Source: an optimization exercise on an open RTL-to-GDS flow (aim: small area and a short achievable clock period). Production flows keep margins and buffers that such runs may drop.
Only simulation tests tie the RTL to the original design; equivalence was not proved.
No activity file was given, so power comes from the tool's default toggle rates.

==> flow/design.v <==
module ram_2port_bist #(
    parameter int DATA_W = 8,
    parameter int ADDR_W = 8,
    parameter int RD_LAT = 1
) (
    input  logic              clk,
    input  logic              rst_n,
    input  logic              start,
    input  logic [1:0]        mode,
    input  logic              err_inj,
    output logic              busy,
    output logic              done,
    output logic              pass,
    output logic [ADDR_W:0]   err_cnt,
    output logic [ADDR_W-1:0] first_err_addr,
    input  logic              wr_en,
    input  logic [ADDR_W-1:0] wr_addr,
    input  logic [DATA_W-1:0] wr_data,
    input  logic [ADDR_W-1:0] rd_addr,
    output logic [DATA_W-1:0] rd_data
);
    localparam int DEPTH = 2 ** ADDR_W;
    typedef enum logic [2:0] {
        S_IDLE,
        S_WRITE,
        S_READ,
        S_FLUSH,
        S_DONE
    } state_t;
    state_t              state;
    state_t              state_nxt;
    logic                busy_q;
    logic                busy_nxt;
    logic [7:0]          addr;
    logic [1:0]          mode_q;
    logic                inj_q;
    logic                accept;
    logic                wren;
    logic                rden;
    logic                addr_last;
    logic                flush_end;
    logic [7:0]          wdata;
    logic [7:0]          exp_now;
    logic [7:0]          mem [DEPTH];
    logic [7:0]          q;
    logic                vld_d;
    logic [7:0]          exp_d;
    logic [7:0]          addr_d;
    logic                mismatch;
    function automatic logic [7:0] pattern(input logic [1:0] m, input logic [7:0] a);
        case (m)
            2'd0:    pattern = a;
            2'd1:    pattern = ~a;
            2'd2:    pattern = a[0] ? 8'haa : 8'h55;
            default: pattern = a[0] ? 8'h00 : 8'hff;
        endcase
    endfunction
    assign addr_last = (addr == 8'hff);
    assign flush_end = (state == S_FLUSH);
    always_comb begin
        state_nxt = state;
        accept    = 1'b0;
        wren      = 1'b0;
        rden      = 1'b0;
        case (state)
            S_IDLE, S_DONE: begin
                if (start) begin
                    accept    = 1'b1;
                    state_nxt = S_WRITE;
                end
            end
            S_WRITE: begin
                wren = 1'b1;
                if (addr_last) begin
                    state_nxt = S_READ;
                end
            end
            S_READ: begin
                rden = 1'b1;
                if (addr_last) begin
                    state_nxt = S_FLUSH;
                end
            end
            S_FLUSH: begin
                state_nxt = S_DONE;
            end
            default: state_nxt = S_IDLE;
        endcase
    end
    assign busy_nxt = (state_nxt == S_WRITE) || (state_nxt == S_READ) || (state_nxt == S_FLUSH);
    assign busy     = busy_q;
    always_ff @(posedge clk or negedge rst_n) begin
        if (!rst_n) begin
            state  <= S_IDLE;
            busy_q <= 1'b0;
            addr   <= '0;
            mode_q <= '0;
            inj_q  <= 1'b0;
        end else begin
            state  <= state_nxt;
            busy_q <= busy_nxt;
            if (accept) begin
                addr   <= '0;
                mode_q <= mode;
                inj_q  <= err_inj;
            end else if (wren || rden) begin
                addr <= addr + 1'b1;
            end
        end
    end
    assign exp_now = pattern(mode_q, addr);
    assign wdata   = exp_now ^ {7'b0, inj_q && (addr == 8'h00)};
    logic       mem_we;
    logic [7:0] mem_waddr;
    logic [7:0] mem_wdata;
    assign mem_we    = wr_en || wren;
    assign mem_waddr = wr_en ? wr_addr : addr;
    assign mem_wdata = wr_en ? wr_data : wdata;
    always_ff @(posedge clk) begin
        for (int i = 0; i < DEPTH; i++) begin
            if (mem_we && (mem_waddr == 8'(i))) begin
                mem[i] <= mem_wdata;
            end
        end
    end
    logic [15:0]      hi_n, lo_n;
    logic [DEPTH-1:0] rsel;
    logic [7:0]       rword;
    always_comb begin
        for (int i = 0; i < 16; i++) begin
            hi_n[i] = !(busy_q ? (addr[7:4] == 4'(i)) : (rd_addr[7:4] == 4'(i)));
            lo_n[i] = !(busy_q ? (addr[3:0] == 4'(i)) : (rd_addr[3:0] == 4'(i)));
        end
    end
    for (genvar w = 0; w < DEPTH; w++) begin : g_rsel
        ram_2port_bist_nor2 u_sel (.a(hi_n[w/16]), .b(lo_n[w%16]), .y(rsel[w]));
    end
    for (genvar b = 0; b < 8; b++) begin : g_rbit
        logic [DEPTH-1:0] col;
        for (genvar w = 0; w < DEPTH; w++) begin : g_col
            assign col[w] = mem[w][b];
        end
        ram_2port_bist_sel256 u_sel (.sel(rsel), .d(col), .y(rword[b]));
    end
    always_ff @(posedge clk) begin
        if (mem_we && (mem_waddr == (busy_q ? addr : rd_addr))) begin
            q <= mem_wdata;
        end else begin
            q <= rword;
        end
    end
    assign rd_data = q;
    always_ff @(posedge clk or negedge rst_n) begin
        if (!rst_n) begin
            vld_d  <= 1'b0;
            exp_d  <= '0;
            addr_d <= '0;
        end else begin
            vld_d  <= rden;
            exp_d  <= exp_now;
            addr_d <= addr;
        end
    end
    assign mismatch = vld_d && (q != exp_d);
    always_ff @(posedge clk or negedge rst_n) begin
        if (!rst_n) begin
            err_cnt        <= '0;
            first_err_addr <= '0;
            done           <= 1'b0;
            pass           <= 1'b0;
        end else begin
            if (accept) begin
                err_cnt        <= '0;
                first_err_addr <= '0;
            end else if (mismatch) begin
                err_cnt <= err_cnt + 1'b1;
                if (err_cnt == '0) begin
                    first_err_addr <= addr_d;
                end
            end
            done <= flush_end;
            if (flush_end) begin
                pass <= (err_cnt == '0) && !mismatch;
            end
        end
    end
endmodule
module ram_2port_bist_sel256 (
    input  logic [255:0] sel,
    input  logic [255:0] d,
    output logic         y
);
    logic [85:0] l1_n;    
    logic [21:0] l2;      
    logic [5:0]  l3_n;    
    logic [1:0]  l4;      
    for (genvar k = 0; k < 85; k++) begin : g_l1
        ram_2port_bist_a222oi u (
            .a1(sel[3*k]),   .a2(d[3*k]),
            .b1(sel[3*k+1]), .b2(d[3*k+1]),
            .c1(sel[3*k+2]), .c2(d[3*k+2]),
            .y(l1_n[k]));
    end
    ram_2port_bist_nand2 u_l1_last (.a(sel[255]), .b(d[255]), .y(l1_n[85]));
    for (genvar k = 0; k < 21; k++) begin : g_l2
        ram_2port_bist_nand4 u (.a(l1_n[4*k]), .b(l1_n[4*k+1]), .c(l1_n[4*k+2]), .d(l1_n[4*k+3]), .y(l2[k]));
    end
    ram_2port_bist_nand2 u_l2_last (.a(l1_n[84]), .b(l1_n[85]), .y(l2[21]));
    for (genvar k = 0; k < 5; k++) begin : g_l3
        ram_2port_bist_nor4 u (.a(l2[4*k]), .b(l2[4*k+1]), .c(l2[4*k+2]), .d(l2[4*k+3]), .y(l3_n[k]));
    end
    ram_2port_bist_nor2 u_l3_last (.a(l2[20]), .b(l2[21]), .y(l3_n[5]));
    ram_2port_bist_nand3 u_l4_0 (.a(l3_n[0]), .b(l3_n[1]), .c(l3_n[2]), .y(l4[0]));
    ram_2port_bist_nand3 u_l4_1 (.a(l3_n[3]), .b(l3_n[4]), .c(l3_n[5]), .y(l4[1]));
    assign y = l4[0] | l4[1];
endmodule
module ram_2port_bist_a222oi (
    input  logic a1, a2, b1, b2, c1, c2,
    output logic y
);
    assign y = !((a1 && a2) || (b1 && b2) || (c1 && c2));
endmodule
module ram_2port_bist_nand2 (
    input  logic a, b,
    output logic y
);
    assign y = !(a && b);
endmodule
module ram_2port_bist_nand3 (
    input  logic a, b, c,
    output logic y
);
    assign y = !(a && b && c);
endmodule
module ram_2port_bist_nand4 (
    input  logic a, b, c, d,
    output logic y
);
    assign y = !(a && b && c && d);
endmodule
module ram_2port_bist_nor2 (
    input  logic a, b,
    output logic y
);
    assign y = !(a || b);
endmodule
module ram_2port_bist_nor4 (
    input  logic a, b, c, d,
    output logic y
);
    assign y = !(a || b || c || d);
endmodule
==> flow/run.sh <==
#!/bin/bash
# synth_recipe.tcl (not shown) runs the flow's synth.tcl, then flattens the netlist and writes it again
# the make line also repeats each setting of config.mk as NAME=value (left out here)
make -C /OpenROAD-flow-scripts/flow DESIGN_CONFIG=/design/flow/config.mk WORK_HOME=/design/flow/orfs CLKGATE_MAP_FILE= SYNTH_SCRIPT=/design/flow/synth_recipe.tcl finish
==> flow/config.mk <==
export PLATFORM = sky130hd
export DESIGN_NAME = ram_2port_bist
export DESIGN_NICKNAME = ram_2port_bist
export VERILOG_FILES = /design/flow/design.v
export SDC_FILE = /design/flow/constraint.sdc
export NUM_CORES = 4
export LEC_CHECK = 0
export CAP_MARGIN = 20
export CORE_MARGIN = 2
export CORE_UTILIZATION = 40
export CTS_BUF_LIST = sky130_fd_sc_hd__clkbuf_8
export CTS_CLUSTER_DIAMETER = 50
export CTS_CLUSTER_SIZE = 12
export SETUP_SLACK_MARGIN = 3.3
export SLEW_MARGIN = 20
export SYNTH_HIERARCHICAL = 1
export SYNTH_MINIMUM_KEEP_SIZE = 0
==> flow/constraint.sdc <==
create_clock -name core_clock -period 6.5 [get_ports {clk}]
set_input_delay 1.3000 -clock core_clock [delete_from_list [all_inputs] [get_ports {clk}]]
set_output_delay 1.3000 -clock core_clock [all_outputs]
set_load 0.01 [all_outputs]
==> impl_summary.txt, run 1 <==
----------------------------------------------------
[Status]
  Result of the run ... no timing/DRC/antenna violations

[Logic synthesis]
  Avg Cell Area, Syn ... 19.15 um2
  Share of async-settable or async-resettable flops after synthesis ... 2.421%
  Net count after synthesis ... 3,999
  Synth Warn # ... 8
  Flip-flop and latch count after synthesis ... 2,107
  Post-synth EDFFs ... 2,048
  Synthesized area ... 0.07589 mm2
  Number of standard cells after synthesis ... 3,964
  Post-synthesis cell type count ... 55
  Fraction of the yosys area taken by sequential cells ... between 80% and 90%
  Most instantiated flip-flop cell in the synthesis netlist ... edfxtp_1

[STA]
  Ratio of final minimum period to clock period ... 62.61%
  Highest achievable clock rate ... ~250 MHz
  Worst-margin pin slew ... 1160 ps
  Final-report max-slew violation count ... 0
  Worst slew margin relative to its limit ... 22.39%
  Minimum hold slack ... 422.7 ps
  Largest clock skew in the final design ... 61.60 ps
  Setup TNS Final ... 0 ps
  Unrepaired setup endpoints after global routing ... yes
  Count of endpoints failing hold in the final timing report ... 0
  Final setup viols ... 0
  Crit path time final ... 4070 ps

[Layout]
  Commonest non-fill, non-tap cells in the layout ... edfxtp_1, a222oi_1, nor2_1, clkbuf_8, nor2_2
  Most common cell after layout, fill and taps aside ... edfxtp_1
  Layout cell share with drive strength beyond 1 ... a little over a fifth
  Final layout net count ... approximately 4,400
  Layout-stage area growth over the synthesis result ... 14.81%

[Floorplan]
  Core footprint ... 0.1882 mm2
  Die span in y ... 439.6 um
  Die Outline Area ... 0.1932 mm2
  FP Rows ... 159
  Initial Utilization ... between 40% and 50%
  Width of the die ... ~440 um
  # IOs ... 59

[Hold path]
  Classification of the worst-slack hold path ... input pin to async pin

[Pwr]
  Cell Pwr Density ... 359.2 mW/mm2
  Combinational group share of total power ... 20.7%
  LEAKAGE ... approximately 0.026 uW
  NetSw ... 9653 uW
  Sequential fraction of design power ... 55.2%
  Switching share of power ... a little under a third
  Fraction of power consumed by the clock network ... 24.0%
  Worst IR Drop VDD ... 0.0003961 V
  Internal power consumption ... 21,650 uW

[Critical path]
  Required time reported for the critical path endpoint ... 7370 ps
  CP Max Fanout ... 7
  Count of cells along the worst register-to-register path ... 12
  Crit end category ... flip-flop
  Reg-to-reg slack, setup ... 2490 ps
  Destination of the worst register-to-register timing path ... q[0]
  Type of element launching the critical path ... input pin
  Arrival time at the worst endpoint ... ~4900 ps
  Source of the worst register-to-register timing path ... addr[1]
  Category of the most critical setup path ... input pin to flip-flop

[Placed design]
  Placed wire-length estimate after detailed placement ... 140,900 um
  Buffers on Ports ... 58
  Final weighted congestion of routability-driven global placement ... 0.9384

[Detailed routing]
  WL per Instance ... 33.96 um
  DRC violations left ... 0
  Via Count ... 45,560
  DR pass1 iterations ... 8
  Final antenna-violating net count ... 0
  Wirelength, routed ... 236,000 um
  Count of routing violations after the opening detailed-route iteration ... 9,052
  Average via count per standard cell ... between 6 and 7

[CTS]
  Clk pin slew, worst setup/hold paths ... around 90 ps
  Sink count of the clock tree ... 2,107
  CTS buffer count ... ~200
  Clock insertion delay at the later pin of the skew report ... 1010 ps
  Cell at the root of the clock tree ... clkbuf_8
  Max clock buf depth ... 3
  TritonCTS clock tree ... done
  H-tree levels ... 4

[Global route]
  Congestion Overflow GR ... 0
  Vias in the first global route ... about 43,000
  Pin count of the biggest net entering global routing ... ~170
  Number of antenna violations at the first check in global routing ... 10
  First-pass GRT wire length ... 322,700 um
  Global router's overall resource usage ... 23.40%

[Job]
  Number of max-capacitance violations reported ... 0

----------------------------------------------------
metal layers:
layer  routed length [um]  GRT usage (%)  vias to the layer above
met5                   31              0                        -
met4                10900          10.34                        4
met3                25660          4.263                      537
met2               110700          36.72                     3188
met1                88790          31.97                    23590
li1                     -              -                    18250
per-module statistics from Yosys, one instance, submodules excluded:
| module | flops+latches | copies in the design | cells |
|---|---|---|---|
| ram_2port_bist | 2107 | 1 | 2772 |
| ram_2port_bist_nor4 | 0 | 40 | 1 |
| ram_2port_bist_a222oi | 0 | 680 | 1 |
| ram_2port_bist_nand4 | 0 | 168 | 1 |
| ram_2port_bist_sel256 | 0 | 8 | 1 |
| ram_2port_bist_nand3 | 0 | 16 | 1 |
| ram_2port_bist_nand2 | 0 | 16 | 1 |
| ram_2port_bist_nor2 | 0 | 264 | 1 |
logic make-up after synthesis:
logic type                 Yosys count  share of synthesized area, %
muxes                               31                        0.4798
adders and majority gates            4                       0.06595
xor gates and xnor gates            45                        0.5193
buffers and inverters               80                        0.4369
AOI/OAI and AO/OA                  742                         9.592
and+or+nand+nor                    955                         5.981
DFF                               2107                         82.93
synthesized netlist by cell type (3+ instances only):
cell	count	area share (%)
nor2b_1	3	0.025
a32o_1	6	0.079
o21ai_0	3	0.020
nand4_1	178	1.5
a21oi_1	11	0.073
o32ai_1	10	0.12
xnor2_1	19	0.22
edfxtp_1	2048	81
o21a_1	8	0.079
nor2_1	566	2.8
and3_1	3	0.025
ha_1	4	0.066
nand2_1	101	0.50
o22ai_1	6	0.049
dfrtp_1	51	1.7
nor3_1	7	0.046
dfxtp_1	8	0.21
nor4_1	5	0.041
a222oi_1	680	9.0
mux2_4	8	0.16
nand2b_1	7	0.058
xor2_1	26	0.30
or3_1	5	0.041
inv_1	17	0.084
a31o_2	3	0.035
nand3b_1	3	0.030
mux2_2	11	0.16
or2_1	9	0.074
nand3_1	20	0.13
buf_2	10	0.066
mux2i_1	12	0.16
nor4_2	40	0.66
o31ai_1	3	0.030
clkbuf_1	48	0.24
power groups by stage:
stage | Combinational, uW | Clock, uW | Sequential [uW]
after CTS | 5890 | 7610 | 17300
after global routing | 6620 | 8110 | 17300
final | 6490 | 7520 | 17300
after floorplan | 2240 | 0 | 17700
after global placement | 5240 | 0 | 17600
after detailed placement | 5330 | 0 | 17600
worst max-delay path, cell delays in order:
cell	delay [ps]
clkdlybuf4s18_2	350
inv_1	110
a32o_2	310
nand2_4	120
buf_12	140
nor2_4	70
buf_4	140
a222oi_1	700
nand4_1	320
nor4_4	600
nand3_4	220
or2_1	260
mux2_4	260
how the worst max path moves through the flow:
stage / startpoint / to / cells after the start
CTS: addr[7] / q[7] / 11
global route: busy_q / q[1] / 13
finish: rd_addr[7] / q[6] / 13
floorplan: wr_en / mem[0][0] / 5
detailed placement: rd_addr[7] / q[6] / 11
global placement: rd_addr[7] / q[6] / 11
what timing repair did:
action,CTS,global route
setup buffers,58,32
pin swaps,109,90
gates resized for setup,414,318
hold buffers,0,0
gates cloned,2,6
endpoints found under the setup margin,2587,2319
layout make-up:
cell class,instances,area (um2)
fillers,15880,101100
flip-flops and latches,2107,62980
multi-input cells,1785,15270
well taps,2495,3122
clock buffers,207,2849
repair buffers,228,2197
clock inverters,103,618.1
inverters,19,90.09
diodes,6,15.01
through the flow:
stage / utilization (%) / setup WS, ps / cell area (um2) / std cells / total power [uW]
after global routing: 46.30 / 2456 / 87130 / 6948 / 32020
after global placement: 42.63 / 107.4 / 80230 / 6536 / 22860
after detailed placement: 42.64 / 190.3 / 80240 / 6536 / 22950
final: 46.30 / 2430 / 87140 / 6950 / 31300
after floorplan: - / 1763 / 75930 / 3964 / 19900
after CTS: 45.41 / 2500 / 85470 / 6906 / 30770
state kept, by name (all words and copies together) (netlist names), 2 cells and up:
name,flops
mem,2048
err_cnt,9
addr,8
addr_d,8
exp_d,8
first_err_addr,8
q,8
state,3
mode_q,2
==> run 2, diff against run 1 <==
--- a/flow/design.v
+++ b/flow/design.v
@@ -123,24 +123,24 @@
             end
         end
     end
-    logic [15:0]      hi_n, lo_n;
-    logic [DEPTH-1:0] rsel;
+    logic [15:0]      hi, lo;
+    logic [DEPTH-1:0] rsel_n;
     logic [7:0]       rword;
     always_comb begin
         for (int i = 0; i < 16; i++) begin
-            hi_n[i] = !(busy_q ? (addr[7:4] == 4'(i)) : (rd_addr[7:4] == 4'(i)));
-            lo_n[i] = !(busy_q ? (addr[3:0] == 4'(i)) : (rd_addr[3:0] == 4'(i)));
+            hi[i] = busy_q ? (addr[7:4] == 4'(i)) : (rd_addr[7:4] == 4'(i));
+            lo[i] = busy_q ? (addr[3:0] == 4'(i)) : (rd_addr[3:0] == 4'(i));
         end
     end
     for (genvar w = 0; w < DEPTH; w++) begin : g_rsel
-        ram_2port_bist_nor2 u_sel (.a(hi_n[w/16]), .b(lo_n[w%16]), .y(rsel[w]));
+        ram_2port_bist_nand2 u_sel (.a(hi[w/16]), .b(lo[w%16]), .y(rsel_n[w]));
     end
     for (genvar b = 0; b < 8; b++) begin : g_rbit
         logic [DEPTH-1:0] col;
         for (genvar w = 0; w < DEPTH; w++) begin : g_col
             assign col[w] = mem[w][b];
         end
-        ram_2port_bist_sel256 u_sel (.sel(rsel), .d(col), .y(rword[b]));
+        ram_2port_bist_sel256 u_sel (.sel_n(rsel_n), .d(col), .y(rword[b]));
     end
     always_ff @(posedge clk) begin
         if (mem_we && (mem_waddr == (busy_q ? addr : rd_addr))) begin
@@ -186,39 +186,40 @@
     end
 endmodule
 module ram_2port_bist_sel256 (
-    input  logic [255:0] sel,
+    input  logic [255:0] sel_n,
     input  logic [255:0] d,
     output logic         y
 );
-    logic [85:0] l1_n;    
-    logic [21:0] l2;      
-    logic [5:0]  l3_n;    
-    logic [1:0]  l4;      
-    for (genvar k = 0; k < 85; k++) begin : g_l1
-        ram_2port_bist_a222oi u (
-            .a1(sel[3*k]),   .a2(d[3*k]),
-            .b1(sel[3*k+1]), .b2(d[3*k+1]),
-            .c1(sel[3*k+2]), .c2(d[3*k+2]),
-            .y(l1_n[k]));
-    end
-    ram_2port_bist_nand2 u_l1_last (.a(sel[255]), .b(d[255]), .y(l1_n[85]));
-    for (genvar k = 0; k < 21; k++) begin : g_l2
-        ram_2port_bist_nand4 u (.a(l1_n[4*k]), .b(l1_n[4*k+1]), .c(l1_n[4*k+2]), .d(l1_n[4*k+3]), .y(l2[k]));
-    end
-    ram_2port_bist_nand2 u_l2_last (.a(l1_n[84]), .b(l1_n[85]), .y(l2[21]));
-    for (genvar k = 0; k < 5; k++) begin : g_l3
-        ram_2port_bist_nor4 u (.a(l2[4*k]), .b(l2[4*k+1]), .c(l2[4*k+2]), .d(l2[4*k+3]), .y(l3_n[k]));
-    end
-    ram_2port_bist_nor2 u_l3_last (.a(l2[20]), .b(l2[21]), .y(l3_n[5]));
-    ram_2port_bist_nand3 u_l4_0 (.a(l3_n[0]), .b(l3_n[1]), .c(l3_n[2]), .y(l4[0]));
-    ram_2port_bist_nand3 u_l4_1 (.a(l3_n[3]), .b(l3_n[4]), .c(l3_n[5]), .y(l4[1]));
-    assign y = l4[0] | l4[1];
-endmodule
-module ram_2port_bist_a222oi (
-    input  logic a1, a2, b1, b2, c1, c2,
-    output logic y
-);
-    assign y = !((a1 && a2) || (b1 && b2) || (c1 && c2));
+    logic [127:0] l1;     
+    logic [63:0]  l2_n;   
+    logic [15:0]  l3;     
+    logic [7:0]   l4_n;   
+    logic [1:0]   l5;     
+    for (genvar k = 0; k < 128; k++) begin : g_l1
+        ram_2port_bist_o22ai u (
+            .a1(sel_n[2*k]),   .a2(d[2*k]),
+            .b1(sel_n[2*k+1]), .b2(d[2*k+1]),
+            .y(l1[k]));
+    end
+    for (genvar k = 0; k < 64; k++) begin : g_l2
+        ram_2port_bist_nor2 u (.a(l1[2*k]), .b(l1[2*k+1]), .y(l2_n[k]));
+    end
+    for (genvar k = 0; k < 16; k++) begin : g_l3
+        ram_2port_bist_nand4 u (.a(l2_n[4*k]), .b(l2_n[4*k+1]), .c(l2_n[4*k+2]), .d(l2_n[4*k+3]), .y(l3[k]));
+    end
+    for (genvar k = 0; k < 8; k++) begin : g_l4
+        ram_2port_bist_nor2 u (.a(l3[2*k]), .b(l3[2*k+1]), .y(l4_n[k]));
+    end
+    for (genvar k = 0; k < 2; k++) begin : g_l5
+        ram_2port_bist_nand4 u (.a(l4_n[4*k]), .b(l4_n[4*k+1]), .c(l4_n[4*k+2]), .d(l4_n[4*k+3]), .y(l5[k]));
+    end
+    ram_2port_bist_nor2 u_l6 (.a(l5[0]), .b(l5[1]), .y(y));
+endmodule
+module ram_2port_bist_o22ai (
+    input  logic a1, a2, b1, b2,
+    output logic y
+);
+    assign y = !((a1 || a2) && (b1 || b2));
 endmodule
 module ram_2port_bist_nand2 (
     input  logic a, b,
@@ -226,12 +227,6 @@
 );
     assign y = !(a && b);
 endmodule
-module ram_2port_bist_nand3 (
-    input  logic a, b, c,
-    output logic y
-);
-    assign y = !(a && b && c);
-endmodule
 module ram_2port_bist_nand4 (
     input  logic a, b, c, d,
     output logic y
@@ -244,9 +239,3 @@
 );
     assign y = !(a || b);
 endmodule
-module ram_2port_bist_nor4 (
-    input  logic a, b, c, d,
-    output logic y
-);
-    assign y = !(a || b || c || d);
-endmodule
==> run 2 against run 1 <==
Net effect:
- first-iteration DRC count decreased by 30%
- still clean
- flip-flop and latch count did not move
- final cell count grew 12%
- utilization rose by 0.29 points
- clock-buffer cell count up 6
- sequential share of layout area decreased by 1.3 points
- clock power grew 2%
- sequential power about the same
- combinational power down 6.2%
- clock skew grew 2.8 ps
- global-route usage fell by 0.45 points
- via count grew 3.0%
- critical endpoint is now q[2]
==> impl_summary.txt, run 2 <==
----------------------------------------------------
[Layout]
  Max reg flops ... 2,048 (unchanged)
  Most common cell after layout, fill and taps aside ... edfxtp_1 (unchanged)
  Layout cell share with drive strength beyond 1 ... 18.13% (was 20.86%)
  Count of fill cells added during filler insertion ... 16,230 (was 15,880)
  Final design instance area without fill ... 0.08879 mm2 (was 0.08714 mm2)
  Largest registers ... mem (2048), err_cnt (9) (unchanged)
  Commonest non-fill, non-tap cells in the layout ... edfxtp_1, o22ai_1, nor2_1, clkbuf_8, nor2_2 (was edfxtp_1, a222oi_1, nor2_1, clkbuf_8, nor2_2)
  Register ranked first by flip-flop count ... mem (unchanged)
  Layout-stage area growth over the synthesis result ... 15.58% (was 14.81%)
  Final layout net count ... 5,200 (was 4,380)

[Logic synthesis]
  Fraction of the yosys area taken by sequential cells ... 81.92% (was 82.93%)
  Cell taking the most area after synthesis ... edfxtp_1 (unchanged)
  Avg Cell Area, Syn ... 16.06 um2 (was 19.15 um2)
  Most instantiated flip-flop cell in the synthesis netlist ... edfxtp_1 (unchanged)
  Post-synth EDFFs ... 2,048 (unchanged)
  Number of standard cells after synthesis ... 4,784 (was 3,964)
  Fraction of synthesized cell area taken by the top area cell type ... 80.05% (was 81.03%)
  Share of async-settable or async-resettable flops after synthesis ... 2.421% (unchanged)
  Top cell types by occurrence after synthesis ... edfxtp_1, o22ai_1, nor2_1, nand2_1, nand4_1 (was edfxtp_1, a222oi_1, nor2_1, nand4_1, nand2_1)
  Synthesized area ... 0.07682 mm2 (was 0.07589 mm2)
  Top cells by area in the synthesized netlist ... edfxtp_1, o22ai_1, nor2_1 (was edfxtp_1, a222oi_1, nor2_1)
  Most frequently used cell type in the post-synthesis netlist ... edfxtp_1 (unchanged)
  Post-synthesis cell type count ... 52 (was 55)
  Net count after synthesis ... 4,819 (was 3,999)
  Synth Warn # ... 8 (unchanged)
  Flip-flop and latch count after synthesis ... 2,107 (unchanged)

[Floorplan]
  FP Rows ... 160 (was 159)
  Core footprint ... 0.1906 mm2 (was 0.1882 mm2)
  Initial Utilization ... 40.31% (was 40.33%)
  # IOs ... 59 (unchanged)
  Die span in y ... 442.3 um (was 439.6 um)
  Width of the die ... 442.3 um (was 439.6 um)
  Die Outline Area ... 0.1956 mm2 (was 0.1932 mm2)

[Pwr]
  Fraction of power consumed by the clock network ... 24.8% (was 24.0%)
  Sequential fraction of design power ... 55.4% (was 55.2%)
  Internal power consumption ... 21,370 uW (was 21,650 uW)
  NetSw ... 9395 uW (was 9653 uW)
  Switching share of power ... 30.53% (was 30.84%)
  Combinational group share of total power ... 19.8% (was 20.7%)
  LEAKAGE ... 0.02703 uW (was 0.02643 uW)
  Cell Pwr Density ... 346.5 mW/mm2 (was 359.2 mW/mm2)
  Worst IR Drop VDD ... 0.0004620 V (was 0.0003961 V)

[Critical path]
  Worst setup path start ... busy_q (was rd_addr[7])
  Category of the most critical setup path ... flip-flop to flip-flop (was input pin to flip-flop)
  Type of element launching the critical path ... flip-flop (was input pin)
  CP Max Fanout ... 8 (was 7)
  Capture point of the critical path ... q[2] (was q[6])
  Arrival time at the worst endpoint ... 4540 ps (was 4940 ps)
  Source of the worst register-to-register timing path ... busy_q (was addr[1])
  Required time reported for the critical path endpoint ... 7440 ps (was 7370 ps)
  Crit end category ... flip-flop (unchanged)
  Count of cells along the worst register-to-register path ... 15 (was 12)
  Reg-to-reg slack, setup ... 2900 ps (was 2490 ps)
  Destination of the worst register-to-register timing path ... q[2] (was q[0])

[Detailed routing]
  WL per Instance ... 29.89 um (was 33.96 um)
  DR pass1 iterations ... 5 (was 8)
  Average via count per standard cell ... 6.017 (was 6.556)
  Via Count ... 46,910 (was 45,560)
  Count of routing violations after the opening detailed-route iteration ... 6,311 (was 9,052)
  Wirelength, routed ... 233,100 um (was 236,000 um)
  DRC violations left ... 0 (unchanged)
  Final antenna-violating net count ... 0 (unchanged)

[CTS]
  Sink count of the clock tree ... 2,107 (unchanged)
  Clk pin slew, worst setup/hold paths ... 90 ps (about the same)
  Clock insertion delay at the later pin of the skew report ... 1000 ps (was 1010 ps)
  CTS buffer count ... 206 (was 204)
  H-tree levels ... 4 (unchanged)
  Max clock buf depth ... 3 (unchanged)
  Cell at the root of the clock tree ... clkbuf_8 (unchanged)
  TritonCTS clock tree ... done (unchanged)

[STA]
  Final-report max-slew violation count ... 0 (unchanged)
  Count of endpoints failing hold in the final timing report ... 0 (unchanged)
  Final setup viols ... 0 (unchanged)
  Worst slew margin relative to its limit ... 25.21% (was 22.39%)
  Setup TNS Final ... 0 ps (unchanged)
  Crit path time final ... 3601 ps (was 4070 ps)
  Worst-margin pin slew ... 1122 ps (was 1160 ps)
  Ratio of final minimum period to clock period ... 55.41% (was 62.61%)
  Largest clock skew in the final design ... 64.36 ps (was 61.60 ps)
  Highest achievable clock rate ... 277.7 MHz (was 245.7 MHz)
  Unrepaired setup endpoints after global routing ... yes (unchanged)

[Global route]
  Congestion Overflow GR ... 0 (unchanged)
  First-pass GRT wire length ... 325,300 um (was 322,700 um)
  Pin count of the biggest net entering global routing ... 141 (was 169)
  Number of antenna violations at the first check in global routing ... 16 (was 10)
  Global router's overall resource usage ... 22.96% (was 23.40%)
  Vias in the first global route ... 45,130 (was 42,990)

[Placed design]
  Final weighted congestion of routability-driven global placement ... 0.9344 (was 0.9384)
  Post-DP Area ... 0.08128 mm2 (was 0.08024 mm2)
  Placed wire-length estimate after detailed placement ... 140,600 um (was 140,900 um)
  Buffers on Ports ... 58 (unchanged)

[Hold path]
  Classification of the worst-slack hold path ... input pin to async pin (unchanged)

[Status]
  Result of the run ... no timing/DRC/antenna violations (unchanged)

[Job]
  Number of max-capacitance violations reported ... 0 (unchanged)

----------------------------------------------------
run 2: cell types whose count changed in the layout (fill, tap and decap cells not counted), moves of 23 or more:
| cell | previous run | this run |
|---|---|---|
| nor2_1 | 262 | 636 |
| o22ai_1 | 1 | 1017 |
| inv_1 | 76 | 46 |
| diode_2 | 6 | 35 |
| nand2_8 | 15 | 39 |
| buf_12 | 19 | 43 |
| nand2_2 | 13 | 72 |
| a222oi_1 | 680 | 0 |
| nor2_4 | 125 | 101 |
| nand4_1 | 178 | 155 |
| nand2_1 | 44 | 164 |
run 2: through the flow:
step | total power [uW] | utilization [%] | hold slack, ps | setup slack [ps] | instances
2_1_floorplan | 19450 | - | 348.7 | 1886 | 4784
3_3_place_gp | 22340 | 42.65 | 474.9 | 922.4 | 7366
3_5_place_dp | 22430 | 42.65 | 486.9 | 895.5 | 7366
4_1_cts | 30510 | 45.99 | 359.0 | 3074 | 7746
5_1_grt | 31520 | 46.59 | 434.4 | 2953 | 7795
6_report | 30770 | 46.59 | 410.8 | 2899 | 7796
run 2: worst max-delay path, cell delays in order, from the launching register on:
cell and delay (ps):
dfrtp_2 460, buf_6 130, buf_12 130, clkbuf_16 170, a31oi_4 320, nor2_4 50
buf_4 160, buf_6 180, nand2_8 90, o22ai_1 80, nor2_1 200, nand4_1 270
nor2_2 270, nand4_1 550, nor2_1 270, mux2_4 170
run 2: worst min path at each step:
stage	endpoint	startpoint	slack, ps
2_1_floorplan	addr_d[2]	addr[2]	350
3_3_place_gp	first_err_addr[7]	addr_d[7]	470
3_5_place_dp	first_err_addr[7]	addr_d[7]	490
4_1_cts	state[1]	rst_n	360
5_1_grt	first_err_addr[3]	rst_n	430
6_report	addr[3]	rst_n	410
run 2: repair_timing:
item	CTS	global route
gates resized for setup	608	175
hold buffers	0	0
endpoints found under the setup margin	2331	1616
pin swaps	70	49
cloned	4	4
buffers inserted	83	11
run 2: cell type report:
class,count,area (um2),share of cell area [%]
diodes,35,87.58,0.09864
clock buffers,213,2932,3.302
clock inverters,80,560.5,0.6313
inverters,15,80.08,0.09018
multi-input cells,2603,16470,18.55
flip-flops and latches,2107,62980,70.92
well taps,2511,3142,3.538
repair buffers,232,2544,2.865
run 2: power by group through the flow:
stage,Sequential (uW),Clock [uW],Combinational [uW]
6_report,17000,7640,6090
5_1_grt,17000,8250,6220
3_3_place_gp,17400,0,4970
2_1_floorplan,17400,0,2040
4_1_cts,17000,7750,5720
3_5_place_dp,17400,0,5060
run 2: cell families (layout without fill, tap and decap cells):
family                   Yosys count  after routing  synth area share, %
flip-flops                      2107           2107                81.92
AO/OA/AOI/OAI                   1086           1086                8.915
buffers and inverters             77            540               0.4218
AND/OR/NAND/NOR                 1434           1434                7.697
other                              0             35                    0
multiplexers                      30             33               0.4560
XOR/XNOR                          46             46               0.5244
adder cells (fa/ha/maj)            4              4              0.06515
run 2: metal layers:
layer,vias to the layer above,track usage [%],wire length (um),share of wire [%]
li1,19910,-,-,-
met2,2559,36.46,108800,47
met1,23910,30.64,89450,38
met4,0,10.31,11700,5.0
met3,535,4.604,23120,9.9
met5,-,0,0,0
run 2: per-module statistics from Yosys, one instance, submodules excluded, a selection:
module                copies in the design  cell area, um2
ram_2port_bist_nor2                    584           3.754
ram_2port_bist_o22ai                  1024           6.256
ram_2port_bist_nand4                   144           6.256
ram_2port_bist                           1           66360
ram_2port_bist_nand2                   256           3.754
==> run 3, diff against run 2 <==
--- a/flow/design.v
+++ b/flow/design.v
@@ -89,6 +89,16 @@
     end
     assign busy_nxt = (state_nxt == S_WRITE) || (state_nxt == S_READ) || (state_nxt == S_FLUSH);
     assign busy     = busy_q;
+    logic [7:0] addr_nxt;
+    always_comb begin
+        addr_nxt = addr;
+        if (accept) begin
+            addr_nxt = '0;
+        end else if (wren || rden) begin
+            addr_nxt = addr + 1'b1;
+        end
+    end
+    logic [15:0] bhi, blo;
     always_ff @(posedge clk or negedge rst_n) begin
         if (!rst_n) begin
             state  <= S_IDLE;
@@ -96,15 +106,19 @@
             addr   <= '0;
             mode_q <= '0;
             inj_q  <= 1'b0;
+            bhi    <= '0;
+            blo    <= '0;
         end else begin
             state  <= state_nxt;
             busy_q <= busy_nxt;
+            addr   <= addr_nxt;
             if (accept) begin
-                addr   <= '0;
                 mode_q <= mode;
                 inj_q  <= err_inj;
-            end else if (wren || rden) begin
-                addr <= addr + 1'b1;
+            end
+            for (int i = 0; i < 16; i++) begin
+                bhi[i] <= busy_nxt && (addr_nxt[7:4] == 4'(i));
+                blo[i] <= busy_nxt && (addr_nxt[3:0] == 4'(i));
             end
         end
     end
@@ -128,8 +142,8 @@
     logic [7:0]       rword;
     always_comb begin
         for (int i = 0; i < 16; i++) begin
-            hi[i] = busy_q ? (addr[7:4] == 4'(i)) : (rd_addr[7:4] == 4'(i));
-            lo[i] = busy_q ? (addr[3:0] == 4'(i)) : (rd_addr[3:0] == 4'(i));
+            hi[i] = bhi[i] || (!busy_q && (rd_addr[7:4] == 4'(i)));
+            lo[i] = blo[i] || (!busy_q && (rd_addr[3:0] == 4'(i)));
         end
     end
     for (genvar w = 0; w < DEPTH; w++) begin : g_rsel
==> run 3 against run 2 <==
Net effect:
- synthesized area rose by 1.7%
- fmax rose by 7.1%
- die area rose by 1.7%
- critical path type is now input pin to flip-flop
- largest power group unchanged
==> impl_summary.txt, run 3 <==
----------------------------------------------------
[Status]
  Result of the run ... no timing/DRC/antenna violations (unchanged)

[Critical path]
  Arrival time at the worst endpoint ... 3980 ps (was 4540 ps)
  Reg-to-reg slack, setup ... 3240 ps (was 2900 ps)
  Category of the most critical setup path ... input pin to flip-flop (was flip-flop to flip-flop)
  CP Max Fanout ... 15 (was 8)
  Type of element launching the critical path ... input pin (was flip-flop)
  Crit end category ... flip-flop (unchanged)
  Required time reported for the critical path endpoint ... 7120 ps (was 7440 ps)

[Detailed routing]
  Final antenna-violating net count ... 0 (unchanged)
  Via Count ... 47,580 (was 46,910)
  DRC violations left ... 0 (unchanged)
  WL per Instance ... 29.99 um (was 29.89 um)
  Count of routing violations after the opening detailed-route iteration ... 6,129 (was 6,311)
  Wirelength, routed ... 236,100 um (was 233,100 um)
  Average via count per standard cell ... 6.044 (was 6.017)
  DR pass1 iterations ... 5 (unchanged)

[Logic synthesis]
  Avg Cell Area, Syn ... 16.04 um2 (was 16.06 um2)
  Post-synth EDFFs ... 2,048 (unchanged)
  Number of standard cells after synthesis ... 4,870 (was 4,784)
  Most instantiated flip-flop cell in the synthesis netlist ... edfxtp_1 (unchanged)
  Fraction of synthesized cell area taken by the top area cell type ... 78.74% (was 80.05%)
  Fraction of the yosys area taken by sequential cells ... 81.60% (was 81.92%)
  Cell taking the most area after synthesis ... edfxtp_1 (unchanged)
  Flip-flop and latch count after synthesis ... 2,139 (was 2,107)
  Synth Warn # ... 8 (unchanged)
  Net count after synthesis ... 4,905 (was 4,819)
  Top cell types by occurrence after synthesis ... edfxtp_1, o22ai_1, nor2_1, nand2_1, nand4_1 (unchanged)
  Post-synthesis cell type count ... 60 (was 52)
  Top cells by area in the synthesized netlist ... edfxtp_1, o22ai_1, nor2_1 (unchanged)
  Share of async-settable or async-resettable flops after synthesis ... 3.880% (was 2.421%)
  Synthesized area ... 0.07810 mm2 (was 0.07682 mm2)
  Most frequently used cell type in the post-synthesis netlist ... edfxtp_1 (unchanged)

[Pwr]
  NetSw ... 11,680 uW (was 9395 uW)
  Switching share of power ... 33.87% (was 30.53%)
  Cell Pwr Density ... 386.2 mW/mm2 (was 346.5 mW/mm2)
  Fraction of power consumed by the clock network ... 22.1% (was 24.8%)
  LEAKAGE ... 0.02750 uW (was 0.02703 uW)
  Combinational group share of total power ... 25.1% (was 19.8%)
  Power consumption ... 34,490 uW (was 30,770 uW)
  Internal power consumption ... 22,810 uW (was 21,370 uW)
  Worst IR Drop VDD ... 0.0003027 V (was 0.0004620 V)
  Sequential fraction of design power ... 52.8% (was 55.4%)

[Placed design]
  Placed wire-length estimate after detailed placement ... 140,700 um (was 140,600 um)
  Buffers on Ports ... 58 (unchanged)
  DP Worst Slack ... 1074 ps (was 895.5 ps)
  Final weighted congestion of routability-driven global placement ... 0.9446 (was 0.9344)

[Floorplan]
  Die span in y ... 445.9 um (was 442.3 um)
  Core footprint ... 0.1944 mm2 (was 0.1906 mm2)
  FP Rows ... 162 (was 160)
  # IOs ... 59 (unchanged)
  Die Outline Area ... 0.1988 mm2 (was 0.1956 mm2)
  Width of the die ... 445.9 um (was 442.3 um)
  Initial Utilization ... 40.18% (was 40.31%)

[Layout]
  Largest registers ... mem (2048), bhi (16), blo (16) (was mem (2048), err_cnt (9))
  Layout cell share with drive strength beyond 1 ... 16.99% (was 18.13%)
  Most common cell after layout, fill and taps aside ... edfxtp_1 (unchanged)
  Commonest non-fill, non-tap cells in the layout ... edfxtp_1, o22ai_1, nor2_1, nand2_1, clkbuf_8 (was edfxtp_1, o22ai_1, nor2_1, clkbuf_8, nor2_2)
  Final layout net count ... 5,256 (was 5,200)
  Register ranked first by flip-flop count ... mem (unchanged)
  Max reg flops ... 2,048 (unchanged)
  Layout-stage area growth over the synthesis result ... 14.34% (was 15.58%)
  Final core utilization ... 45.94% (was 46.59%)

[Global route]
  Global router's overall resource usage ... 23.09% (was 22.96%)
  Congestion Overflow GR ... 0 (unchanged)
  Number of antenna violations at the first check in global routing ... 10 (was 16)
  Vias in the first global route ... 45,480 (was 45,130)
  Pin count of the biggest net entering global routing ... 144 (was 141)
  First-pass GRT wire length ... 329,500 um (was 325,300 um)

[STA]
  Crit path time final ... 3361 ps (was 3601 ps)
  Setup TNS Final ... 0 ps (unchanged)
  Final-report max-slew violation count ... 0 (unchanged)
  Count of endpoints failing hold in the final timing report ... 0 (unchanged)
  Largest clock skew in the final design ... 56.74 ps (was 64.36 ps)
  Crit path setup slack, layout ... 3139 ps (was 2899 ps)
  Ratio of final minimum period to clock period ... 51.71% (was 55.41%)
  Minimum hold slack ... 182.3 ps (was 410.8 ps)
  Worst-margin pin slew ... 986.1 ps (was 1122 ps)
  Final setup viols ... 0 (unchanged)
  Highest achievable clock rate ... 297.5 MHz (was 277.7 MHz)
  Unrepaired setup endpoints after global routing ... yes (unchanged)
  Worst slew margin relative to its limit ... 34.26% (was 25.21%)

[CTS]
  Clk pin slew, worst setup/hold paths ... 80 ps (was 90 ps)
  Clock insertion delay at the later pin of the skew report ... 1000 ps (about the same)
  CTS buffer count ... 205 (was 206)
  Cell at the root of the clock tree ... clkbuf_8 (unchanged)
  TritonCTS clock tree ... done (unchanged)
  H-tree levels ... 4 (unchanged)
  Max clock buf depth ... 3 (unchanged)
  Sink count of the clock tree ... 2,139 (was 2,107)
  Number of hold-repair buffers added at the cts stage ... 0 (unchanged)

[Hold path]
  Classification of the worst-slack hold path ... input pin to async pin (unchanged)

[Job]
  Number of max-capacitance violations reported ... 0 (unchanged)

----------------------------------------------------
-- run 3: changes by cell type after synthesis, sizes merged, moves of 10 or more --
cell / previous run / this run
nor2b: 0 / 13
nor2: 917 / 905
a21o: 0 / 15
dfrtp: 51 / 83
clkbuf: 45 / 17
buf: 17 / 44
nand2: 313 / 323
a31o: 0 / 12
-- run 3: area by class of cell --
| type | count | area, um2 |
|---|---|---|
| Fill cell | 16550 | 105100 |
| Sequential cell | 2139 | 63770 |
| Multi-Input combinational cell | 2659 | 16770 |
| Tap cell | 2542 | 3181 |
| Clock buffer | 212 | 2918 |
| Timing Repair Buffer | 196 | 2009 |
| Clock inverter | 96 | 558.0 |
| Inverter | 20 | 75.07 |
| Antenna cell | 8 | 20.02 |
-- run 3: worst paths after layout --
check	start	end	cells after the start
max	wr_addr[1]	mem[154][3]	7
min	rst_n	first_err_addr[0]	1
max reg2reg	addr[7]	mem[57][7]	5
min reg2reg	addr_d[6]	first_err_addr[6]	2
max in group asynchronous	rst_n	busy_q	2
min in group core_clock	addr_d[6]	first_err_addr[6]	2
-- run 3: power groups by stage --
| stage | logic [uW] | registers, uW | clock network, uW |
|---|---|---|---|
| final | 8660 | 18200 | 7620 |
| after global routing | 8880 | 18200 | 8230 |
| after CTS | 8130 | 18200 | 7720 |
| after floorplan | 3230 | 18300 | 0 |
| after detailed placement | 7440 | 18500 | 0 |
| after global placement | 7320 | 18500 | 0 |
-- run 3: cells by family (layout without fill, tap and decap cells) --
logic type | Yosys count | after routing | share of synthesized area, %
compound gates | 1123 | 1126 | 9.211
xor+xnor | 45 | 45 | 0.5142
fa+ha+maj | 4 | 4 | 0.06408
buf+inv | 81 | 524 | 0.5014
flops | 2139 | 2139 | 81.60
mux | 28 | 34 | 0.4245
other cells | 0 | 8 | 0
simple gates | 1450 | 1450 | 7.681
-- run 3: Yosys stat by module (local to each module, per instance), a selection --
| module | times used | cells inside |
|---|---|---|
| ram_2port_bist_nor2 | 584 | 1 |
| ram_2port_bist_nand4 | 144 | 1 |
| ram_2port_bist_o22ai | 1024 | 1 |
| ram_2port_bist_nand2 | 256 | 1 |
| ram_2port_bist | 1 | 2862 |
-- run 3: routing by layer --
metal / global-route usage (%) / wire, um
met5: 0 / 0
met4: 10.16 / 10380
met3: 4.667 / 25140
met2: 35.54 / 108500
met1: 31.86 / 92060
-- run 3: stage by stage --
step                      instances  area (um2)
after floorplan                4870       78460
after global routing           7868       89290
final                          7872       89300
after global placement         7471       82500
after detailed placement       7473       82550
after CTS                      7836       87900
-- run 3: timing repair --
item,4_1_cts,5_1_grt
pin swaps,19,34
cloned,5,5
endpoints found under the setup margin,2632,2266
gates resized for setup,436,265
buffers inserted,50,21
-- run 3: worst max-delay path, cell delays in order --
cell and delay, ps:
clkdlybuf4s50_1 730, inv_1 120, o32ai_1 380, and2_1 420
nand2_2 80, buf_4 410, nor2_2 490
==> run 4, diff against run 3 <==
--- a/flow/config.mk
+++ b/flow/config.mk
@@ -11,7 +11,7 @@
 export CTS_BUF_LIST = sky130_fd_sc_hd__clkbuf_8
 export CTS_CLUSTER_DIAMETER = 50
 export CTS_CLUSTER_SIZE = 12
-export SETUP_SLACK_MARGIN = 3.3
+export SETUP_SLACK_MARGIN = 3.6
 export SLEW_MARGIN = 20
 export SYNTH_HIERARCHICAL = 1
 export SYNTH_MINIMUM_KEEP_SIZE = 0
==> run 4 against run 3 <==
Net effect:
- still clean
- power rose by 5.3%
- synthesized cell count unchanged
- clock-buffer cell count up 6
- worst setup slack better by 250 ps
- sequential share of layout area down 3.4 points
- critical endpoint is now q[2]
- flip-flop and latch count is the same
- register-to-register slack gained 150 ps
==> impl_summary.txt, run 4 <==
----------------------------------------------------
[Detailed routing]
  DR pass1 iterations ... 5 (unchanged)
  WL per Instance ... 31.77 um (was 29.99 um)
  DRC violations left ... 0 (unchanged)
  Final antenna-violating net count ... 0 (unchanged)
  Wirelength, routed ... 253,200 um (was 236,100 um)
  Count of routing violations after the opening detailed-route iteration ... 7,204 (was 6,129)
  Top Layer Used ... met5 (was met4)
  Routed length on met3 ... 27,200 um (was 25,140 um)
  Via Count ... 48,780 (was 47,580)
  Total met2 wirelength after detailed routing ... 116,200 um (was 108,500 um)
  Average via count per standard cell ... 6.120 (was 6.044)
  Routed metal-1 wirelength ... 96,940 um (was 92,060 um)

[Logic synthesis]
  Number of standard cells after synthesis ... 4,870 (unchanged)
  Fraction of the yosys area taken by sequential cells ... 81.60% (unchanged)
  Top cell types by occurrence after synthesis ... edfxtp_1, o22ai_1, nor2_1, nand2_1, nand4_1 (unchanged)
  Flip-flop and latch count after synthesis ... 2,139 (unchanged)
  Top cells by area in the synthesized netlist ... edfxtp_1, o22ai_1, nor2_1 (unchanged)
  Synth Warn # ... 8 (unchanged)
  Most instantiated flip-flop cell in the synthesis netlist ... edfxtp_1 (unchanged)
  Post-synthesis cell type count ... 60 (unchanged)
  Synthesized area ... 0.07810 mm2 (unchanged)
  Net count after synthesis ... 4,905 (unchanged)
  Share of async-settable or async-resettable flops after synthesis ... 3.880% (unchanged)
  Most frequently used cell type in the post-synthesis netlist ... edfxtp_1 (unchanged)
  Post-synth EDFFs ... 2,048 (unchanged)
  Fraction of synthesized cell area taken by the top area cell type ... 78.74% (unchanged)
  Avg Cell Area, Syn ... 16.04 um2 (unchanged)
  Cell taking the most area after synthesis ... edfxtp_1 (unchanged)

[Layout]
  Largest registers ... mem (2048), bhi (16), blo (16) (unchanged)
  Most common cell after layout, fill and taps aside ... edfxtp_1 (unchanged)
  Layout-stage area growth over the synthesis result ... 20.12% (was 14.34%)
  Multi-input gate area ... 0.02006 mm2 (was 0.01677 mm2)
  Max reg flops ... 2,048 (unchanged)
  Count of fill cells added during filler insertion ... 16,000 (was 16,550)
  Final layout net count ... 5,353 (was 5,256)
  Sequential cell area ... 0.06378 mm2 (was 0.06377 mm2)
  Layout cell share with drive strength beyond 1 ... 25.35% (was 16.99%)
  Commonest non-fill, non-tap cells in the layout ... edfxtp_1, o22ai_1, nor2_1, nor2_4, clkbuf_8 (was edfxtp_1, o22ai_1, nor2_1, nand2_1, clkbuf_8)
  Register ranked first by flip-flop count ... mem (unchanged)

[STA]
  Crit path setup slack, layout ... 3390 ps (was 3139 ps)
  Crit path time final ... 3110 ps (was 3361 ps)
  Final-report max-slew violation count ... 0 (unchanged)
  Ratio of final minimum period to clock period ... 47.85% (was 51.71%)
  Highest achievable clock rate ... 321.5 MHz (was 297.5 MHz)
  Worst-margin pin slew ... 951.1 ps (was 986.1 ps)
  Final setup viols ... 0 (unchanged)
  Setup TNS Final ... 0 ps (unchanged)
  Count of endpoints failing hold in the final timing report ... 0 (unchanged)
  Largest clock skew in the final design ... 66.05 ps (was 56.74 ps)
  Unrepaired setup endpoints after global routing ... yes (unchanged)
  Worst slew margin relative to its limit ... 36.60% (was 34.26%)

[Critical path]
  Count of cells along the worst register-to-register path ... 14 (was 5)
  Dominant delay contributor by cell family on the critical path ... simple AND/OR/NAND/NOR gates (was buffers and inverters)
  Count of buffering cells on the critical path with inverters included ... 2 (was 3)
  Crit end category ... flip-flop (unchanged)
  Source of the worst register-to-register timing path ... busy_q (was addr[7])
  Arrival time at the worst endpoint ... 4020 ps (was 3980 ps)
  Required time reported for the critical path endpoint ... 7410 ps (was 7120 ps)
  Destination of the worst register-to-register timing path ... q[1] (was mem[57][7])
  Category of the most critical setup path ... input pin to flip-flop (unchanged)
  Type of element launching the critical path ... input pin (unchanged)
  Sequence of cells on the critical path ... buf_4 > nor2b_4 > nor2b_2 > a21o_4 > buf_12 > nand2_4 > o22ai_1 > nor2_1 > nand4_1 > nor2_4 > nand4_1 > nor2_1 > mux2_4 (was clkdlybuf4s50_1 > inv_1 > o32ai_1 > and2_1 > nand2_2 > buf_4 > nor2_2)
  CP Max Fanout ... 12 (was 15)
  Slowest cell on crit path ... a21o_4 (was clkdlybuf4s50_1)
  Delay of the slowest critical-path stage ... 310 ps (was 730 ps)
  Reg-to-reg slack, setup ... 3390 ps (was 3240 ps)

[Hold path]
  Classification of the worst-slack hold path ... input pin to async pin (unchanged)

[Floorplan]
  Initial Utilization ... 40.18% (unchanged)
  Die span in y ... 445.9 um (unchanged)
  Die Outline Area ... 0.1988 mm2 (unchanged)
  Width of the die ... 445.9 um (unchanged)
  # IOs ... 59 (unchanged)
  FP Rows ... 162 (unchanged)
  Core footprint ... 0.1944 mm2 (unchanged)

[CTS]
  H-tree levels ... 4 (unchanged)
  CTS buffer count ... 209 (was 205)
  Clock insertion delay at the later pin of the skew report ... 1000 ps (about the same)
  Max clock buf depth ... 3 (unchanged)
  TritonCTS clock tree ... done (unchanged)
  Clk pin slew, worst setup/hold paths ... 90 ps (was 80 ps)
  Cell at the root of the clock tree ... clkbuf_8 (unchanged)
  Sink count of the clock tree ... 2,139 (unchanged)

[Placed design]
  Final weighted congestion of routability-driven global placement ... 0.9160 (was 0.9446)
  Buffers on Ports ... 58 (unchanged)
  DP Worst Slack ... 1090 ps (was 1074 ps)
  Placed wire-length estimate after detailed placement ... 145,400 um (was 140,700 um)

[Global route]
  Vias in the first global route ... 46,340 (was 45,480)
  Pin count of the biggest net entering global routing ... 114 (was 144)
  Number of antenna violations at the first check in global routing ... 19 (was 10)
  First-pass GRT wire length ... 344,200 um (was 329,500 um)
  Global router's overall resource usage ... 24.32% (was 23.09%)
  Congestion Overflow GR ... 0 (unchanged)

[Status]
  Result of the run ... no timing/DRC/antenna violations (unchanged)

[Pwr]
  Power consumption ... 36,300 uW (was 34,490 uW)
  LEAKAGE ... 0.02928 uW (was 0.02750 uW)
  Worst IR Drop VDD ... 0.0003853 V (was 0.0003027 V)
  Cell Pwr Density ... 386.9 mW/mm2 (was 386.2 mW/mm2)

[Job]
  Number of max-capacitance violations reported ... 0 (unchanged)

----------------------------------------------------
==> run 4: cell counts after synthesis <==
Identical to the previous run, type by type.
==> run 4: per-module statistics from Yosys, one instance, submodules excluded, excerpt <==
module,flops+latches,area [um2]
ram_2port_bist,2139,67640
ram_2port_bist_nand2,0,3.754
ram_2port_bist_nand4,0,6.256
ram_2port_bist_nor2,0,3.754
ram_2port_bist_o22ai,0,6.256
==> run 4: worst max-delay path by stage <==
stage,startpoint,cells past startpoint,slack [ps],endpoint
after floorplan,rd_addr[7],11,3230,q[0]
after global placement,rd_addr[1],12,1090,q[0]
after detailed placement,rd_addr[1],12,1090,q[0]
after CTS,wr_addr[3],6,3410,mem[240][1]
after global routing,busy_q,14,3370,q[0]
final,rd_addr[3],13,3390,q[2]
==> run 4: kinds of logic after synthesis <==
kind of cell	synth area share, %
muxes	0.4245
xor gates and xnor gates	0.5142
adders and majority gates	0.06408
DFF	81.60
AOI/OAI and AO/OA	9.211
buffers and inverters	0.5014
and+or+nand+nor	7.681
==> run 4: timing repair <==
action,CTS,global route
setup buffers,114,44
gates cloned,17,10
resized for setup,799,257
hold buffers,0,0
endpoints found under the setup margin,3430,1915
pin swaps,118,102
==> run 4: cell type report <==
class                   count  area share [%]
diodes                     11         0.02934
well taps                2542           3.390
multi-input cells        2675           21.38
clock inverters            92          0.6895
clock buffers             218           3.198
inverters                  20         0.08802
flip-flops and latches   2139           67.98
repair buffers            273           3.241
==> run 4: report_power, final <==
group	internal (uW)	switching, uW
sequential	17800	358
combinational	2460	7800
clock	3290	4570
==> run 4: through the flow <==
stage	utilization, %	instances	area [um2]	hold WS (ps)
CTS	47.36	7905	92050	168.4
global route	48.27	7970	93820	236.6
floorplan	-	4870	80740	371.8
detailed placement	43.40	7464	84350	461.1
global placement	43.40	7464	84350	459.5
finish	48.27	7970	93820	265.9
==> run 4: per-layer routing <==
| layer | GRT usage (%) | up-vias |
|---|---|---|
| li1 | - | 20460 |
| met1 | 33.30 | 24750 |
| met2 | 37.74 | 2946 |
| met3 | 4.742 | 611 |
| met4 | 11.00 | 4 |
| met5 | 0 | - |
==> run 5, diff against run 4 <==
==> flow/flow/run.sh (new file) <==
#!/bin/bash
# The standard layout, except that the port buffers are made from a plain
# buffer cell (buf_4) rather than the cell buffer_ports picks on its own.
# make's full output goes to flow.log here; each ORFS step also keeps its
# own log under orfs/logs/.
set -euo pipefail
export BUFFER_PORTS_ARGS="-buffer_cell sky130_fd_sc_hd__buf_4"
bash standard.sh finish > flow.log 2>&1
==> flow/standard.sh (new file) <==
#!/bin/bash
# synth_recipe.tcl (not shown) runs the flow's synth.tcl, then flattens the netlist and writes it again
# the make line also repeats each setting of config.mk as NAME=value (left out here)
make -C /OpenROAD-flow-scripts/flow DESIGN_CONFIG=/design/flow/config.mk WORK_HOME=/design/flow/orfs CLKGATE_MAP_FILE= SYNTH_SCRIPT=/design/flow/synth_recipe.tcl "${@:-finish}"
--- a/flow/config.mk
+++ b/flow/config.mk
@@ -11,7 +11,7 @@
 export CTS_BUF_LIST = sky130_fd_sc_hd__clkbuf_8
 export CTS_CLUSTER_DIAMETER = 50
 export CTS_CLUSTER_SIZE = 12
-export SETUP_SLACK_MARGIN = 3.6
+export SETUP_SLACK_MARGIN = 3.3
 export SLEW_MARGIN = 20
 export SYNTH_HIERARCHICAL = 1
 export SYNTH_MINIMUM_KEEP_SIZE = 0
removed: flow/run.sh
==> run 5 against run 4 <==
Net effect:
- still clean
- final cell count shrank 1.3%
- power shrank 5.0%
- sequential share of layout area grew 4.5 points
- synthesized area is the same
- synthesized cell count is the same
- fmax shrank 6.1%
- non-clock buffer count shrank 99
- routed wire length shrank 7.6%
- register-to-register slack lost 170 ps
- cell area shrank 6.3%
- critical path type unchanged
- critical endpoint is now q[4]
==> impl_summary.txt, run 5 <==
----------------------------------------------------
[Floorplan]
  Core footprint ... 0.1944 mm2 (unchanged)
  Die span in y ... 445.9 um (unchanged)
  FP Rows ... 162 (unchanged)
  Width of the die ... 445.9 um (unchanged)
  Initial Utilization ... 40.18% (unchanged)
  # IOs ... 59 (unchanged)
  Die Outline Area ... 0.1988 mm2 (unchanged)

[Detailed routing]
  Via Count ... 47,370 (was 48,780)
  Final antenna-violating net count ... 0 (unchanged)
  Count of routing violations after the opening detailed-route iteration ... 7,020 (was 7,204)
  Wirelength, routed ... 233,900 um (was 253,200 um)
  DR pass1 iterations ... 5 (unchanged)
  Average via count per standard cell ... 6.021 (was 6.120)
  DRC violations left ... 0 (unchanged)
  WL per Instance ... 29.73 um (was 31.77 um)

[Placed design]
  Final weighted congestion of routability-driven global placement ... 0.9032 (was 0.9160)
  Instance count after placement with tap cells included ... 7,469 (was 7,464)
  Buffers on Ports ... 58 (unchanged)
  Placed wire-length estimate after detailed placement ... 140,100 um (was 145,400 um)

[Critical path]
  Delay of the slowest critical-path stage ... 440 ps (was 310 ps)
  Dominant delay contributor by cell family on the critical path ... simple AND/OR/NAND/NOR gates (unchanged)
  CP Max Fanout ... 12 (unchanged)
  Type of element launching the critical path ... input pin (unchanged)
  Worst setup path start ... rd_addr[3] (unchanged)
  Destination of the worst register-to-register timing path ... mem[62][6] (was q[1])
  Required time reported for the critical path endpoint ... 7450 ps (was 7410 ps)
  Instance count on the critical path ... 12 (was 13)
  Count of buffering cells on the critical path with inverters included ... 2 (unchanged)
  Category of the most critical setup path ... input pin to flip-flop (unchanged)
  Source of the worst register-to-register timing path ... addr[5] (was busy_q)
  Arrival time at the worst endpoint ... 4260 ps (was 4020 ps)
  Slowest cell on crit path ... nand4_1 (was a21o_4)
  Crit end category ... flip-flop (unchanged)
  Count of cells along the worst register-to-register path ... 4 (was 14)
  Reg-to-reg slack, setup ... 3220 ps (was 3390 ps)
  Sequence of cells on the critical path ... buf_4 > nor2b_2 > a31o_4 > buf_4 > nand2_2 > o22ai_1 > nor2_1 > nand4_1 > nor2_4 > nand4_1 > nor2_1 > mux2_4 (was buf_4 > nor2b_4 > nor2b_2 > a21o_4 > buf_12 > nand2_4 > o22ai_1 > nor2_1 > nand4_1 > nor2_4 > nand4_1 > nor2_1 > mux2_4)

[Logic synthesis]
  Mux contribution to synthesized area ... 0.4245% (unchanged)
  Most frequently used cell type in the post-synthesis netlist ... edfxtp_1 (unchanged)
  Top cells by area in the synthesized netlist ... edfxtp_1, o22ai_1, nor2_1 (unchanged)
  Flip-flop and latch count after synthesis ... 2,139 (unchanged)
  Simple logic cell fraction of the synthesized area ... 7.681% (unchanged)
  Dominant combinational cell family by area after synthesis ... compound AO/OA/AOI/OAI gates (unchanged)
  Share of synthesized cell area in full adder, half adder and majority cells ... 0.06408% (unchanged)
  Share of async-settable or async-resettable flops after synthesis ... 3.880% (unchanged)
  Synthesized area ... 0.07810 mm2 (unchanged)
  Number of standard cells after synthesis ... 4,870 (unchanged)
  Post-synthesis compound-gate area fraction ... 9.211% (unchanged)
  XOR/XNOR Fraction of Synth Area ... 0.5142% (unchanged)
  Post-synth EDFFs ... 2,048 (unchanged)
  Most instantiated flip-flop cell in the synthesis netlist ... edfxtp_1 (unchanged)
  Fraction of the yosys area taken by sequential cells ... 81.60% (unchanged)
  Synth Warn # ... 8 (unchanged)
  Fraction of synthesized cell area taken by the top area cell type ... 78.74% (unchanged)
  Post-synthesis cell type count ... 60 (unchanged)
  Top cell types by occurrence after synthesis ... edfxtp_1, o22ai_1, nor2_1, nand2_1, nand4_1 (unchanged)
  Avg Cell Area, Syn ... 16.04 um2 (unchanged)
  Cell taking the most area after synthesis ... edfxtp_1 (unchanged)
  Net count after synthesis ... 4,905 (unchanged)

[CTS]
  Max clock buf depth ... 3 (unchanged)
  TritonCTS clock tree ... done (unchanged)
  Clock insertion delay at the later pin of the skew report ... 1010 ps (was 1000 ps)
  H-tree levels ... 4 (unchanged)
  CTS buffer count ... 205 (was 209)
  Cell at the root of the clock tree ... clkbuf_8 (unchanged)
  Clk pin slew, worst setup/hold paths ... 90 ps (about the same)
  Sink count of the clock tree ... 2,139 (unchanged)
  Number of hold-repair buffers added at the cts stage ... 0 (unchanged)

[Status]
  Result of the run ... no timing/DRC/antenna violations (unchanged)

[STA]
  Crit path time final ... 3312 ps (was 3110 ps)
  Highest achievable clock rate ... 302.0 MHz (was 321.5 MHz)
  Largest clock skew in the final design ... 61.01 ps (was 66.05 ps)
  Unrepaired setup endpoints after global routing ... yes (unchanged)
  Final setup viols ... 0 (unchanged)
  Count of endpoints failing hold in the final timing report ... 0 (unchanged)
  Final-report max-slew violation count ... 0 (unchanged)
  Setup TNS Final ... 0 ps (unchanged)
  Ratio of final minimum period to clock period ... 50.95% (was 47.85%)
  Worst slew margin relative to its limit ... 29.83% (was 36.60%)
  Worst-margin pin slew ... 1053 ps (was 951.1 ps)

[Layout]
  Cell Count, Final, Fillers Out ... 7,868 (was 7,970)
  Final layout net count ... 5,234 (was 5,353)
  Count of fill cells added during filler insertion ... 16,670 (was 16,000)
  Most common cell after layout, fill and taps aside ... edfxtp_1 (unchanged)
  Commonest non-fill, non-tap cells in the layout ... edfxtp_1, o22ai_1, nor2_1, nand2_1, clkbuf_8 (was edfxtp_1, o22ai_1, nor2_1, nor2_4, clkbuf_8)
  Layout cell share with drive strength beyond 1 ... 15.57% (was 25.35%)
  Max reg flops ... 2,048 (unchanged)
  Largest registers ... mem (2048), bhi (16), blo (16) (unchanged)
  Layout-stage area growth over the synthesis result ... 12.61% (was 20.12%)
  Register ranked first by flip-flop count ... mem (unchanged)

[Job]
  Number of max-capacitance violations reported ... 0 (unchanged)

[Pwr]
  Worst IR Drop VDD ... 0.0004201 V (was 0.0003853 V)
  LEAKAGE ... 0.02710 uW (was 0.02928 uW)
  Cell Pwr Density ... 392.3 mW/mm2 (was 386.9 mW/mm2)

[Global route]
  First-pass GRT wire length ... 322,700 um (was 344,200 um)
  Vias in the first global route ... 44,670 (was 46,340)
  Pin count of the biggest net entering global routing ... 145 (was 114)
  Number of antenna violations at the first check in global routing ... 12 (was 19)
  Global router's overall resource usage ... 22.66% (was 24.32%)
  Congestion Overflow GR ... 0 (unchanged)

[Hold path]
  Classification of the worst-slack hold path ... input pin to async pin (unchanged)

----------------------------------------------------
run 5: worst reg2reg max path: stages (launching register included):
cell and delay [ps]:
dfrtp_1 830, nand2_1 210, o22ai_1 520, nand2_2 540, nor2_1 810
run 5: logic make-up after synthesis:
family          after synthesis
buf+inv                      81
mux                          28
flops                      2139
fa+ha+maj                     4
xor+xnor                     45
simple gates               1450
compound gates             1123
run 5: what timing repair did:
action,CTS,global route
pin swaps,18,27
setup buffers,41,15
gates resized for setup,207,142
gates cloned,2,7
setup endpoints to repair,2120,1789
run 5: Yosys stat by module (local to each module, per instance), a selection:
module | cells inside | copies in the design | cell area (um2)
ram_2port_bist_nand4 | 1 | 144 | 6.256
ram_2port_bist_nor2 | 1 | 584 | 3.754
ram_2port_bist_o22ai | 1 | 1024 | 6.256
ram_2port_bist_nand2 | 1 | 256 | 3.754
ram_2port_bist | 2862 | 1 | 67640
run 5: worst max-delay path by stage:
stage / to / slack [ps]
6_report: q[4] / 3190
3_5_place_dp: q[5] / 1610
2_1_floorplan: q[0] / 3230
4_1_cts: mem[159][4] / 3070
3_3_place_gp: q[5] / 1620
5_1_grt: mem[60][7] / 3180
run 5: layout make-up:
type                    count  area [um2]  area share (%)
flip-flops and latches   2139       63750           72.48
multi-input cells        2659       15680           17.82
repair buffers            174        1623           1.845
clock inverters           115       728.2          0.8279
inverters                  20       75.07         0.08535
well taps                2542        3181           3.616
diodes                      8       20.02         0.02276
clock buffers             211        2904           3.302
run 5: per-layer routing:
| metal | track usage [%] | routed length, um | share of wire (%) | vias up |
|---|---|---|---|---|
| met3 | 5.069 | 25500 | 11 | 385 |
| met5 | 0 | 13 | 0.0056 | - |
| met1 | 31.82 | 93210 | 40 | 24160 |
| met4 | 9.400 | 9365 | 4.0 | 2 |
| met2 | 34.15 | 105800 | 45 | 2678 |
| li1 | - | - | - | 20140 |
run 5: per-stage QoR:
stage | total power, uW | util (%) | hold slack (ps) | setup slack [ps] | area (um2)
after global placement | 25890 | 42.34 | 471.7 | 1618 | 82310
after floorplan | 21530 | - | 371.8 | 3235 | 78460
after detailed placement | 25980 | 42.34 | 476.8 | 1612 | 82310
final | 34500 | 45.25 | 128.4 | 3188 | 87960
after CTS | 34080 | 44.84 | 67.62 | 3074 | 87150
after global routing | 35400 | 45.24 | 97.41 | 3183 | 87950
run 5: power breakdown:
group	internal (uW)	switching, uW
registers	17800	389
clock network	3260	4540
logic	1780	6730

==> what the ideal ports hide <==
The results above use ideal ports. As a check the final layouts listed here were re-extracted and re-timed, cells and wires unchanged.
Step 1 assumes that a clkbuf_16 drives the clock port and a buf_2 every other input.
Step 2 adds t to the input delays and takes it off the output delays; t is the mean of the earliest and latest rising clock arrival at the registers after step 1. Input paths then give back, and output paths get back, about the clock's delay inside the block.
Three values: ideal ports, drivers, drivers and shift; two values: the first two.
run | shift t [ns] | setup slack, ns | worst setup path at the end | clock arrival spread, ns | cell pins on the clock port's net
run 1 | 1.069 | 2.430 / 2.429 / 1.360 | input to register | 0.070 / 0.070 | 1
run 2 | 1.051 | 2.899 / 2.764 / 1.713 | input to register | 0.067 / 0.066 | 1
run 3 | 1.039 | 3.139 / 3.123 / 2.084 | input to register | 0.088 / 0.088 | 1
run 4 | 1.044 | 3.390 / 3.305 / 2.260 | input to register | 0.074 / 0.073 | 1
run 5 | 1.056 | 3.188 / 3.203 / 2.147 | input to register | 0.063 / 0.063 | 1
After both steps setup and hold are still met in every run listed. The setup slack of run 2, which loses most, moves by -0.135 ns with the drivers and by -1.186 ns with both steps.
